What follows belongs to an exercise in optimizing a design on an open flow for a short achievable clock period and few clock cycles per item; a production flow would make more cautious choices. In this exercise RTL edits were held to simulation tests only and were not proved equivalent to the original. Power is estimated from default activity; no workload was simulated.

`flow/design.v`:
```
package rv_core_pkg;
	localparam int XLEN       = 32;
	localparam int REG_ADDR_W = 5;
	localparam logic [XLEN-1:0] RESET_PC = 32'h0000_0000;
	localparam logic [6:0] OPC_RTYPE  = 7'b0110011;
	localparam logic [6:0] OPC_ITYPE  = 7'b0010011;
	localparam logic [6:0] OPC_LUI    = 7'b0110111;
	localparam logic [6:0] OPC_LOAD   = 7'b0000011;
	localparam logic [6:0] OPC_STORE  = 7'b0100011;
	localparam logic [6:0] OPC_BRANCH = 7'b1100011;
	localparam logic [6:0] OPC_JAL    = 7'b1101111;
	localparam logic [6:0] OPC_JALR   = 7'b1100111;
	localparam int ALU_OP_W = 3;
	localparam logic [ALU_OP_W-1:0] ALU_ADD = 3'd0;
	localparam logic [ALU_OP_W-1:0] ALU_SUB = 3'd1;
	localparam logic [ALU_OP_W-1:0] ALU_AND = 3'd2;
	localparam logic [ALU_OP_W-1:0] ALU_OR  = 3'd3;
	localparam logic [ALU_OP_W-1:0] ALU_SLT = 3'd4;
	localparam logic [1:0] SRC_A_OLD_PC = 2'd0;
	localparam logic [1:0] SRC_A_RS1    = 2'd1;
	localparam logic [1:0] SRC_A_PC     = 2'd2;
	localparam logic [1:0] SRC_B_RS2  = 2'd0;
	localparam logic [1:0] SRC_B_FOUR = 2'd1;
	localparam logic [1:0] SRC_B_IMM  = 2'd2;
	localparam logic [1:0] WB_RESULT = 2'd0;
	localparam logic [1:0] WB_PC     = 2'd1;
	localparam logic [1:0] WB_MEM    = 2'd2;
	localparam logic [1:0] WB_IMM    = 2'd3;
	localparam int STG_W = 3;
	localparam logic [STG_W-1:0] STG_FETCH     = 3'd0;
	localparam logic [STG_W-1:0] STG_DECODE    = 3'd1;
	localparam logic [STG_W-1:0] STG_EXECUTE   = 3'd2;
	localparam logic [STG_W-1:0] STG_MEM       = 3'd3;
	localparam logic [STG_W-1:0] STG_WRITEBACK = 3'd4;
	typedef union packed {
		struct packed {
			logic [6:0] funct7;
			logic [4:0] rs2;
			logic [4:0] rs1;
			logic [2:0] funct3;
			logic [4:0] rd;
			logic [6:0] opcode;
		} r;
		struct packed {
			logic [11:0] imm;
			logic [4:0]  rs1;
			logic [2:0]  funct3;
			logic [4:0]  rd;
			logic [6:0]  opcode;
		} i;
		struct packed {
			logic [6:0] imm_hi;
			logic [4:0] rs2;
			logic [4:0] rs1;
			logic [2:0] funct3;
			logic [4:0] imm_lo;
			logic [6:0] opcode;
		} s;
		struct packed {
			logic [19:0] imm;
			logic [4:0]  rd;
			logic [6:0]  opcode;
		} u;
	} instr_u;
endpackage
`timescale 1ns/1ps
module rv_core_top (
	input  logic                         clk,
	input  logic                         i_rst_n,
	output logic                         o_wb_cyc,
	output logic                         o_wb_stb,
	output logic                         o_wb_we,
	output logic [rv_core_pkg::XLEN-1:0] o_wb_adr,
	output logic [rv_core_pkg::XLEN-1:0] o_wb_dat,
	input  logic [rv_core_pkg::XLEN-1:0] i_wb_dat,
	input  logic                         i_wb_ack
);
	localparam logic [6:0] OPC_RTYPE  = rv_core_pkg::OPC_RTYPE;
	localparam logic [6:0] OPC_ITYPE  = rv_core_pkg::OPC_ITYPE;
	localparam logic [6:0] OPC_LUI    = rv_core_pkg::OPC_LUI;
	localparam logic [6:0] OPC_LOAD   = rv_core_pkg::OPC_LOAD;
	localparam logic [6:0] OPC_STORE  = rv_core_pkg::OPC_STORE;
	localparam logic [6:0] OPC_BRANCH = rv_core_pkg::OPC_BRANCH;
	localparam logic [6:0] OPC_JAL    = rv_core_pkg::OPC_JAL;
	localparam logic [6:0] OPC_JALR   = rv_core_pkg::OPC_JALR;
	logic        stb_q;
	logic        we_q;
	logic        data_q;    
	logic        boot_q;    
	logic [31:0] adr_q;
	logic [31:0] dat_q;
	logic [31:0] rpc_q;     
	logic [4:0]  ld_rd_q;
	logic        ld_q;
	assign o_wb_cyc = stb_q;
	assign o_wb_stb = stb_q;
	assign o_wb_we  = we_q;
	assign o_wb_adr = adr_q;
	assign o_wb_dat = dat_q;
	logic        f_ack;     
	logic        m_ack;     
	logic [31:0] f_ir;
	logic [6:0]  f_opc;
	logic [4:0]  f_rs1, f_rs2, f_rd;
	logic        f_seq;
	logic [31:0] adr_p4;
	assign f_ack  = stb_q & i_wb_ack & ~data_q;
	assign m_ack  = stb_q & i_wb_ack & data_q;
	assign f_ir   = i_wb_dat;
	assign f_opc  = f_ir[6:0];
	assign f_rd   = f_ir[11:7];
	assign f_rs1  = f_ir[19:15];
	assign f_rs2  = f_ir[24:20];
	assign f_seq  = ~(f_opc == OPC_LOAD || f_opc == OPC_STORE || f_opc == OPC_BRANCH ||
		f_opc == OPC_JAL || f_opc == OPC_JALR);
	assign adr_p4 = adr_q + 32'd4;
	logic        e_v;
	logic [31:0] e_a, e_b, e_imm, e_timm, e_pc, e_pc4;
	logic        e_fa, e_fb;        
	logic        e_useimm, e_sub;
	logic [2:0]  e_fn;              
	logic        e_we;              
	logic [4:0]  e_rd;
	logic        e_br, e_jal, e_jalr, e_ls, e_st;
	logic        w_we;
	logic [4:0]  w_rd;
	logic [31:0] w_res;
	logic [31:0] regs [1:31];
	logic [31:0] f_rv1, f_rv2;
	always_comb begin
		f_rv1 = (f_rs1 == 5'd0) ? 32'd0 : regs[f_rs1];
		f_rv2 = (f_rs2 == 5'd0) ? 32'd0 : regs[f_rs2];
		if (w_we && w_rd == f_rs1)
			f_rv1 = w_res;
		if (w_we && w_rd == f_rs2)
			f_rv2 = w_res;
	end
	logic [31:0] e_opa, e_opb, e_addb, e_sum, e_res, e_tgt;
	logic        e_eq, e_lt;
	assign e_opa  = e_fa ? w_res : e_a;
	assign e_opb  = e_fb ? w_res : e_b;
	assign e_addb = e_useimm ? e_imm : e_opb;
	assign e_sum  = e_opa + (e_sub ? ~e_addb : e_addb) + {31'd0, e_sub};
	assign e_eq   = (e_opa == e_opb);
	assign e_lt   = (e_opa[31] != e_opb[31]) ? e_opa[31] : e_sum[31];
	assign e_tgt  = e_pc + e_timm;
	always_comb begin
		case (e_fn)
			3'd1:    e_res = {31'd0, e_lt};
			3'd2:    e_res = e_opa | e_opb;
			3'd3:    e_res = e_opa & e_opb;
			3'd4:    e_res = e_imm;
			3'd5:    e_res = e_pc4;
			default: e_res = e_sum;
		endcase
	end
	always_ff @(posedge clk) begin
		if (w_we)
			regs[w_rd] <= w_res;
	end
	always_ff @(posedge clk) begin
		e_a      <= f_rv1;
		e_b      <= f_rv2;
		e_fa     <= e_we && e_rd == f_rs1;
		e_fb     <= e_we && e_rd == f_rs2;
		e_pc     <= adr_q;
		e_pc4    <= adr_p4;
		e_rd     <= f_rd;
		e_useimm <= (f_opc != OPC_RTYPE);
		e_sub    <= (f_opc == OPC_RTYPE) && (f_ir[14:12] == 3'b010 ||
			(f_ir[14:12] == 3'b000 && f_ir[30]));
		e_imm    <= (f_opc == OPC_STORE) ? {{20{f_ir[31]}}, f_ir[31:25], f_ir[11:7]} :
			(f_opc == OPC_LUI) ? {f_ir[31:12], 12'b0} : {{20{f_ir[31]}}, f_ir[31:20]};
		e_timm   <= (f_opc == OPC_JAL) ?
			{{12{f_ir[31]}}, f_ir[19:12], f_ir[20], f_ir[30:21], 1'b0} :
			{{20{f_ir[31]}}, f_ir[7], f_ir[30:25], f_ir[11:8], 1'b0};
		if (f_opc == OPC_RTYPE)
			case (f_ir[14:12])
				3'b010:  e_fn <= 3'd1;
				3'b110:  e_fn <= 3'd2;
				3'b111:  e_fn <= 3'd3;
				default: e_fn <= 3'd0;
			endcase
		else if (f_opc == OPC_LUI)
			e_fn <= 3'd4;
		else if (f_opc == OPC_JAL || f_opc == OPC_JALR)
			e_fn <= 3'd5;
		else
			e_fn <= 3'd0;
		e_br   <= (f_opc == OPC_BRANCH);
		e_jal  <= (f_opc == OPC_JAL);
		e_jalr <= (f_opc == OPC_JALR);
		e_ls   <= (f_opc == OPC_LOAD || f_opc == OPC_STORE);
		e_st   <= (f_opc == OPC_STORE);
		w_rd  <= m_ack ? ld_rd_q : e_rd;
		w_res <= m_ack ? i_wb_dat : e_res;
		if (!i_rst_n) begin
			e_v  <= 1'b0;
			e_we <= 1'b0;
			w_we <= 1'b0;
		end else begin
			e_v  <= f_ack;
			e_we <= f_ack && f_rd != 5'd0 && (f_opc == OPC_RTYPE || f_opc == OPC_ITYPE ||
				f_opc == OPC_LUI || f_opc == OPC_JAL || f_opc == OPC_JALR);
			w_we <= m_ack ? (ld_q && ld_rd_q != 5'd0) : e_we;
		end
	end
	always_ff @(posedge clk) begin
		if (!i_rst_n) begin
			stb_q  <= 1'b0;
			we_q   <= 1'b0;
			data_q <= 1'b0;
			boot_q <= 1'b1;
			adr_q  <= rv_core_pkg::RESET_PC;
		end else begin
			boot_q <= 1'b0;
			if (boot_q)
				stb_q <= 1'b1;
			if (f_ack) begin
				stb_q <= f_seq;
				adr_q <= adr_p4;
			end
			if (m_ack) begin
				stb_q  <= 1'b1;
				we_q   <= 1'b0;
				data_q <= 1'b0;
				adr_q  <= rpc_q;
			end
			if (e_v && e_br) begin
				stb_q <= 1'b1;
				adr_q <= e_eq ? e_tgt : e_pc4;
			end
			if (e_v && e_jal) begin
				stb_q <= 1'b1;
				adr_q <= e_tgt;
			end
			if (e_v && e_jalr) begin
				stb_q <= 1'b1;
				adr_q <= e_sum;
			end
			if (e_v && e_ls) begin
				stb_q  <= 1'b1;
				we_q   <= e_st;
				data_q <= 1'b1;
				adr_q  <= e_sum;
			end
		end
		if (e_v && e_ls) begin
			dat_q   <= e_opb;
			rpc_q   <= e_pc4;
			ld_rd_q <= e_rd;
			ld_q    <= ~e_st;
		end
	end
endmodule
```
`flow/config.mk`:
```
export PLATFORM = sky130hd
export DESIGN_NAME = rv_core_top
export DESIGN_NICKNAME = rv_core_top
export VERILOG_FILES = /design/flow/design.v
export SDC_FILE = /design/flow/constraint.sdc
export NUM_CORES = 4
export LEC_CHECK = 0
export ABC_CLOCK_PERIOD_IN_PS = 2500
export CAP_MARGIN = 20
export CORE_MARGIN = 2
export CORE_UTILIZATION = 45
export PLACE_DENSITY = 0.6
export SETUP_SLACK_MARGIN = 5
export SLEW_MARGIN = 20
export TNS_END_PERCENT = 100
```
`flow/constraint.sdc`:
```
create_clock -name core_clock -period 8.0 [get_ports {clk}]
set_input_delay 1.6000 -clock core_clock [delete_from_list [all_inputs] [get_ports {clk}]]
set_output_delay 1.6000 -clock core_clock [all_outputs]
set_load 0.01 [all_outputs]
```
`flow/run.sh`:
```
#!/bin/bash
# synth_recipe.tcl (not shown) runs the flow's synth.tcl, then flattens the netlist and writes it again
# the make line also repeats each setting of config.mk as NAME=value (left out here)
make -C /OpenROAD-flow-scripts/flow DESIGN_CONFIG=/design/flow/config.mk WORK_HOME=/design/flow/orfs CLKGATE_MAP_FILE= SYNTH_SCRIPT=/design/flow/synth_recipe.tcl finish
```
==> reports/results.ini <==
[run_status]
outcome = complete, no violations

[critical_path]
rrSetupSlack_ps = 4220
worst_r2r_path_depth = 15
worstSetupEndpointType = register
crit_required_ps = 8710
worstSetupPathType = reg2reg
critPathArrivalTime_ps = 4480
crit_path_max_fanout = 8
startpoint_type = register
r2r-start = e_fb
reg2reg_to = w_res[30]

[floorplanning]
die_y_um = 382.9
start_util_pct = 45.13
die_area_um2 = 146600
io_pins = 102
num_rows = 139
die_w_um = 382.9
coreArea_um2 = 143100

[route]
drt-vias-per-instance = 6.590
drt-initial-drc-count = 6045
drc = 0
route.antenna.remaining_nets = 0
dr_total_vias = 43916
drt_pass1_iterations = 9
wl_per_cell_um = 33.03
wirelength_um = 220100

[sta]
fmax_mhz = 264.8
clock_skew_ps = 38.26
slew_violations = 0
slew_headroom_pct = 20.32
tightest_slew_ps = 1195
period_share_pct = 47.21
period_minus_slack_ps = 3777
final-setup-viol-count = 0
rsz0062_at_grt = yes
finalHoldViolations = 0
setup_tns_ps = 0

[finish]
multi_input_area_um2 = 26950
synthToLayoutAreaGrowth_pct = 17.60
n_fill_cell = 11575
regArea_um2 = 37520
nets = 4800
drive_gt1_share_pct = 27.41
final_cell_area_um2 = 75970
n_antenna_cell = 0

[yosys]
synth_largest_area_cell = edfxtp_1
ys_types = 88
synthArstFlopShare_pct = 0
synth_edf_count = 1062
synth_area_leaders = edfxtp_1 49%, mux4_2 14%, dfxtp_1 8.4%, mux2i_1 5.5%, ha_1 2.4%
yosys_warnings = 1
syn_inst = 4450
seq_area_frac_synth_pct = 57.73
yosys_register_bits = 1332
synth_top_cell_area_share_pct = 49.36
syn_avg_cell_area_um2 = 14.52
synth_nets = 4612
netlist_area_um2 = 64600
ys.flop_type = edfxtp_1

[clock_network]
clkSlewWorstSetupHoldPaths_ps = 60
holdBufCountCts = 0
htreeDepth = 4
clk_latency_ps = 820
clock_path_buffers = 3
cts.sinks = 1332
cts_root_buf = clkbuf_16
numCtsBuffers = 146
cts_tree = yes

[hold_path]
hold_start = adr_q[1]
worstHoldEndpoint = e_pc4[1]
whs_path_depth = 0
worstHoldPathType = reg2reg

[global_route]
grt_util_all_layers_pct = 29.45
met3_usage_pct = 6.311
grt_pass1_vias = 43227
use_met1_pct = 40.04
antenna_found_initial = 7
grt-ovfl-total = 0
grt_pass1_wl_um = 310500
gr-usage-met2_pct = 46.45
busiest_layer = met2
grt_max_degree = 88

[pwr]
p_leak_uw = 0.02674
pwr_density_cell_nw_per_um2 = 236.0
peakVddDrop_mv = 0.2340

[place]
io_buffers = 101
place_hpwl_um = 126600
place.gp.congestion = 0.9187
dpl_cell_area_um2 = 67920

[flow_run]
drv_cap = 0

[worst max-delay path, stage by stage, from the launching register on]
cell and delay, ps:
dfxtp_4 380, buf_12 140, buf_16 150, mux2_4 360, mux2i_2 180, xnor2_1 170
ha_1 330, buf_4 160, a21oi_2 170, o21ai_2 130, a221oi_4 240, o21ai_1 140
o41a_1 380, mux2i_1 160, o31a_1 320, o31ai_2 230
[layer usage]
layer	part of all wire [%]	routed length [um]
met1	39	86850
met4	3.8	8380
met2	46	102200
met5	0.0059	13
met3	10	22650
[metrics by stage]
stage	cells	total power, uW	util, %	setup slack [ps]	hold WS (ps)
finish	6664	17930	53.08	4223	376.4
global route	6664	18410	53.08	4145	383.7
CTS	6641	17850	52.68	4307	380.4
detailed placement	6231	10790	47.45	3303	383.0
global placement	6230	10770	47.43	3250	381.2
floorplan	4450	9855	-	4578	351.5
[registers in the layout, indices dropped and copies added (netlist names), 3 cells and up]
name / count
regs: 992
adr_q: 32
dat_q: 32
e_a: 32
e_b: 32
e_pc4: 32
rpc_q: 32
w_res: 32
e_imm: 31
e_pc: 30
e_timm: 20
e_rd: 5
ld_rd_q: 5
w_rd: 5
e_fn: 3
[synth_stat cells (6+ instances only)]
cell         n
a211oi_1   116
a21o_1      68
a21oi_1    240
a221o_1     12
a221oi_1    68
a22oi_1     87
a31oi_1     15
a32o_1      62
and2_1      20
and3_1      16
and4_1       6
buf_1       43
buf_2       76
buf_4       26
buf_6        6
clkbuf_1   170
dfxtp_1    270
edfxtp_1  1062
ha_1       125
inv_1      104
mux2_2      42
mux2i_1    356
mux4_2     398
nand2_1    258
nand2b_1    37
nand3_1     43
nand4_1     16
nor2_1     237
nor2b_1     12
nor3_1      15
nor4_1      17
o211ai_1    52
o21a_1      13
o21ai_0     73
o21ai_1     24
o221ai_1    11
o22ai_1     24
or3_1        6
xnor2_1     91
xor2_1      42
[worst max path at each step]
stage / from / to / depth (start not counted)
2_1_floorplan: i_wb_dat[20] / e_b[6] / 7
3_3_place_gp: i_wb_dat[15] / e_a[13] / 6
3_5_place_dp: e_fb / adr_q[25] / 12
4_1_cts: e_fb / w_res[30] / 14
5_1_grt: e_fb / w_res[30] / 15
6_report: e_fb / w_res[30] / 15
[cell type report]
type                       count  share of cell area [%]
clock inverter                57                  0.7378
inverter                     104                  0.5138
sequential                  1332                   49.39
multi-input combinational   2694                   35.47
tap                         1903                   3.134
timing repair buffer         360                   5.135
clock buffer                 214                   5.619
[power breakdown]
part           total [uW]  switching (uW)  internal [uW]
sequential           8870             660           8210
clock                6790            2810           3970
combinational        2270            1340            927
[cells by family after synthesis]
kind of cell	after synthesis	synth area share [%]
AO/OA/AOI/OAI	925	10.04
XOR/XNOR	134	1.828
adder cells (fa/ha/maj)	127	2.483
buffers and inverters	425	2.837
flip-flops	1332	57.73
multiplexers	797	20.15
AND/OR/NAND/NOR	710	4.933
[cells in the final DEF, fill, tap and decap left out, drive strengths merged, types with 13 or more instances in the layout]
cell,n
edfxtp,1062
mux4,398
mux2i,356
buf,307
dfxtp,270
nand2,258
a21oi,241
nor2,239
clkbuf,219
ha,125
a211oi,118
inv,113
o21ai,98
xnor2,92
a22oi,88
a221oi,69
a21o,68
a32o,62
o211ai,54
nand3,43
mux2,43
xor2,42
clkinv,39
nand2b,37
o22ai,24
clkdlybuf4s50,22
and2,22
nor3,18
and3,18
nor4,17
nand4,16
a31oi,15
o21a,13
[repair_timing]
item	CTS	global route
resized for setup	599	83
pin swaps	62	44
gates cloned	20	4
setup buffers	119	19
endpoints found under the setup margin	410	158
Testbench counts, summed over its fixed seeds: cycles 37,013, instrs 15,860.

static timing again, ports no longer ideal:
The results above use ideal ports. As a check the final layout listed here was re-extracted and re-timed, cells and wires unchanged.
Step 1 (the two cells are an assumption about what drives the block):
set clk [get_ports {clk}]
set_driving_cell -lib_cell sky130_fd_sc_hd__clkbuf_16 $clk
set_driving_cell -lib_cell sky130_fd_sc_hd__buf_2 [delete_from_list [all_inputs] $clk]
Step 2 adds t to the input delays and takes it off the output delays; t is the mean of the earliest and latest rising clock arrival at the registers after step 1. Input paths then give back, and output paths get back, about the clock's delay inside the block.
a / b / c = ideal ports / drivers / drivers and shift; a / b = the first two.
shift t [ns]: 0.879
setup slack, ns: 4.223 / 4.223 / 3.934
worst hold slack (ns): 0.376 / 0.376 / 0.376
After both steps setup and hold are still met in this run. For this run, drivers alone change the setup slack by 0.000 ns; drivers and shift together by -0.289 ns.
